From an optimization exercise on the open Yosys and OpenROAD flow, aimed at small area, a short achievable clock period and few clock cycles per item; shortcuts taken in it are not production practice. Only simulation tests tie the RTL to the original design; equivalence was not proved.

==> flow/design.v (excerpt) <==
module radix_string_to_integer_unit (
    input  logic                              i_clk,
    input  logic                              i_rst_n,
    input  logic                              i_valid,
    output logic                              o_ready,
    input  logic [7:0]                        i_ch,
    input  logic                              i_first,
    output logic                              o_valid,
    input  logic                              i_ready,
    output logic signed [rsti_pkg::VAL_W-1:0] o_value,
    input  logic                              i_cfg_we,
    input  logic [1:0]                        i_cfg_idx,
    input  logic [rsti_pkg::VAL_W-1:0]        i_cfg_data
);
    logic [7:0]                  r_booth;
    logic [4:0]                  r_rm1;
    logic [rsti_pkg::CNT_W-1:0]  r_digit_count;
    logic [rsti_pkg::VAL_W-1:0]  r_digits_low;
    logic [rsti_pkg::VAL_W-1:0]  r_digits_high;
    logic                        w_qvalid;
    rsti_pkg::t_tok              w_qtok;
    logic                        w_qpop;
    always_ff @(posedge i_clk) begin
        if (!i_rst_n) begin
            r_booth       <= rsti_pkg::booth(rsti_pkg::RST_RADIX);
            r_rm1         <= rsti_pkg::RST_RADIX - 5'd1;
            r_digit_count <= rsti_pkg::RST_DIGIT_COUNT;
            r_digits_low  <= rsti_pkg::RST_DIGITS_LOW;
            r_digits_high <= rsti_pkg::RST_DIGITS_HIGH;
        end else if (i_cfg_we) begin
            case (i_cfg_idx)
                rsti_pkg::REG_RADIX: begin
                    r_booth <= rsti_pkg::booth(i_cfg_data[4:0]);
                    r_rm1   <= i_cfg_data[4:0] - 5'd1;
                end
                rsti_pkg::REG_DIGIT_COUNT: r_digit_count <= i_cfg_data[4:0];
                rsti_pkg::REG_DIGITS_LOW:  r_digits_low  <= i_cfg_data;
                rsti_pkg::REG_DIGITS_HIGH: r_digits_high <= i_cfg_data;
                default: begin
                end
            endcase
        end
    end
    rsti_front u_front (
        .i_clk         (i_clk),
        .i_rst_n       (i_rst_n),
        .i_valid       (i_valid),
        .o_ready       (o_ready),
  ...
For scale: about 2,600 cells after synthesis, roughly 19,000 um2 of cells after synthesis.
==> flow/config.mk <==
export PLATFORM = sky130hd
export DESIGN_NAME = radix_string_to_integer_unit
export DESIGN_NICKNAME = radix_string_to_integer_unit
export VERILOG_FILES = /design/flow/design.v
export SDC_FILE = /design/flow/constraint.sdc
export NUM_CORES = 4
export LEC_CHECK = 0
export ABC_AREA = 1
export CAP_MARGIN = 20
export CORE_MARGIN = 2
export CORE_UTILIZATION = 57
export PLACE_DENSITY = 0.72
export SETUP_SLACK_MARGIN = 2.5
export SLEW_MARGIN = 20
==> flow/constraint.sdc <==
create_clock -name core_clock -period 6.5 [get_ports {i_clk}]
set_input_delay 1.3000 -clock core_clock [delete_from_list [all_inputs] [get_ports {i_clk}]]
set_output_delay 1.3000 -clock core_clock [all_outputs]
set_load 0.01 [all_outputs]
standard.sh (not shown) runs the stock make flow with config.mk's settings and CLKGATE_MAP_FILE= SYNTH_SCRIPT=/design/flow/synth_recipe.tcl, a recipe that flattens the netlist after the stock synthesis.
==> flow/flow/run.sh <==
#!/bin/bash
# Own flow: the standard layout (standard.sh, unchanged synthesis), with
# two changes:
#  - every input and output port still gets its own buffer, but a plain
#    sky130_fd_sc_hd__buf_1 rather than the delay cell buffer_ports picks by
#    itself;
#  - clock tree synthesis adds no dummy loads and drives the register
#    clusters with sky130_fd_sc_hd__clkbuf_4 (the tree above them is as
#    usual).
# standard.sh's output goes to standard.log; each ORFS step keeps its own log
# under orfs/logs/.
set -euo pipefail
bash standard.sh "BUFFER_PORTS_ARGS=-buffer_cell sky130_fd_sc_hd__buf_1" \
  "CTS_ARGS=-sink_clustering_enable -repair_clock_nets -dont_use_dummy_load -sink_clustering_buffer sky130_fd_sc_hd__clkbuf_4" \
  finish > standard.log 2>&1
Testbench counts at the start, summed over its fixed seeds: cycles 18,815, items 18,783.
Next try:
CORE_UTILIZATION = 55   (was 57)
PLACE_DENSITY = 0.75   (was 0.72)
Register-to-register slack stays flat.
Clock skew went up by 0.0047 ns.
Worst setup slack is better by 0.013 ns.
Cell count hardly moves.

---

radix_string_to_integer_unit, a different RTL version from the one above (not shown whole).
For scale: ~2400 cells after synthesis, about 240 flip-flops, about 150 I/O pins, about 20000 um2 of cells after synthesis.
==> flow/config.mk <==
export PLATFORM = sky130hd
export DESIGN_NAME = radix_string_to_integer_unit
export DESIGN_NICKNAME = radix_string_to_integer_unit
export VERILOG_FILES = /design/flow/design.v
export SDC_FILE = /design/flow/constraint.sdc
export NUM_CORES = 4
export LEC_CHECK = 0
export CAP_MARGIN = 20
export CORE_MARGIN = 2
export CORE_UTILIZATION = 60
export PLACE_DENSITY = 0.75
export SETUP_SLACK_MARGIN = 2.6
export SLEW_MARGIN = 20
==> flow/constraint.sdc <==
create_clock -name core_clock -period 6.5 [get_ports {i_clk}]
set_input_delay 1.3000 -clock core_clock [delete_from_list [all_inputs] [get_ports {i_clk}]]
set_output_delay 1.3000 -clock core_clock [all_outputs]
set_load 0.01 [all_outputs]
==> flow/flow/run.sh <==
#!/bin/bash
# Own flow: the standard layout (standard.sh, unchanged synthesis), with
# one change: every input and output port still gets its own buffer, but a
# plain sky130_fd_sc_hd__buf_1 rather than the delay cell buffer_ports picks
# by itself. standard.sh's output goes to standard.log; each ORFS step keeps
# its own log under orfs/logs/.
set -euo pipefail
bash standard.sh "BUFFER_PORTS_ARGS=-buffer_cell sky130_fd_sc_hd__buf_1" finish > standard.log 2>&1
The starting point went through all stages and came out clean.
Testbench counts at the start, summed over its fixed seeds: cycles 18,815, items 18,783.
Edit:
==> flow/flow/run.sh (replaced) <==
#!/bin/bash
# Own flow: the standard layout (standard.sh, unchanged synthesis), with
# two changes: every input and output port still gets its own buffer, but a
# plain sky130_fd_sc_hd__buf_1 rather than the delay cell buffer_ports picks
# by itself; and clock tree synthesis adds no dummy loads. standard.sh's
# output goes to standard.log; each ORFS step keeps its own log under
# orfs/logs/.
set -euo pipefail
bash standard.sh "BUFFER_PORTS_ARGS=-buffer_cell sky130_fd_sc_hd__buf_1" \
  "CTS_ARGS=-sink_clustering_enable -repair_clock_nets -dont_use_dummy_load" \
  finish > standard.log 2>&1
ABC_AREA = 1   (was default)
GPL_ROUTABILITY_DRIVEN = 0   (was default)
Effect: Design area went down by about 4.5%; synthesized area goes down by 3.1%; core utilization falls by 1.1 points.

separate check: timing with driven ports:
The results above use ideal ports. As a check the final layouts listed here were re-extracted and re-timed, cells and wires unchanged. Step 1 (the two cells are an assumption about what drives the block):
set clk [get_ports {i_clk}]
set_driving_cell -lib_cell sky130_fd_sc_hd__clkbuf_16 $clk
set_driving_cell -lib_cell sky130_fd_sc_hd__buf_2 [delete_from_list [all_inputs] $clk]
Step 2 moves the port delays by t, midway between the first and last clock arrival at a register: inputs arrive t later, outputs are due t later. That takes back most of the time a late clock gives input paths. a / b / c = ideal / step 1 / step 2; a / b = the first two.
run	shift t [ns]	setup WS [ns]	clock arrival spread, ns	cell pins on the clock port's net
the first run of note 1	0.570	2.569 / 2.569 / 2.569	0.039 / 0.040	1
the second run of note 1	0.573	2.582 / 2.582 / 2.582	0.046 / 0.046	1
the first run of note 2	0.610	2.347 / 2.347 / 2.272	0.025 / 0.026	1
the second run of note 2	0.597	2.600 / 2.600 / 2.566	0.041 / 0.041	1
After both steps setup and hold are still met in every run listed. The setup slack of the first run of note 2, which loses most, moves by 0.000 ns with the drivers and by -0.075 ns with both steps.
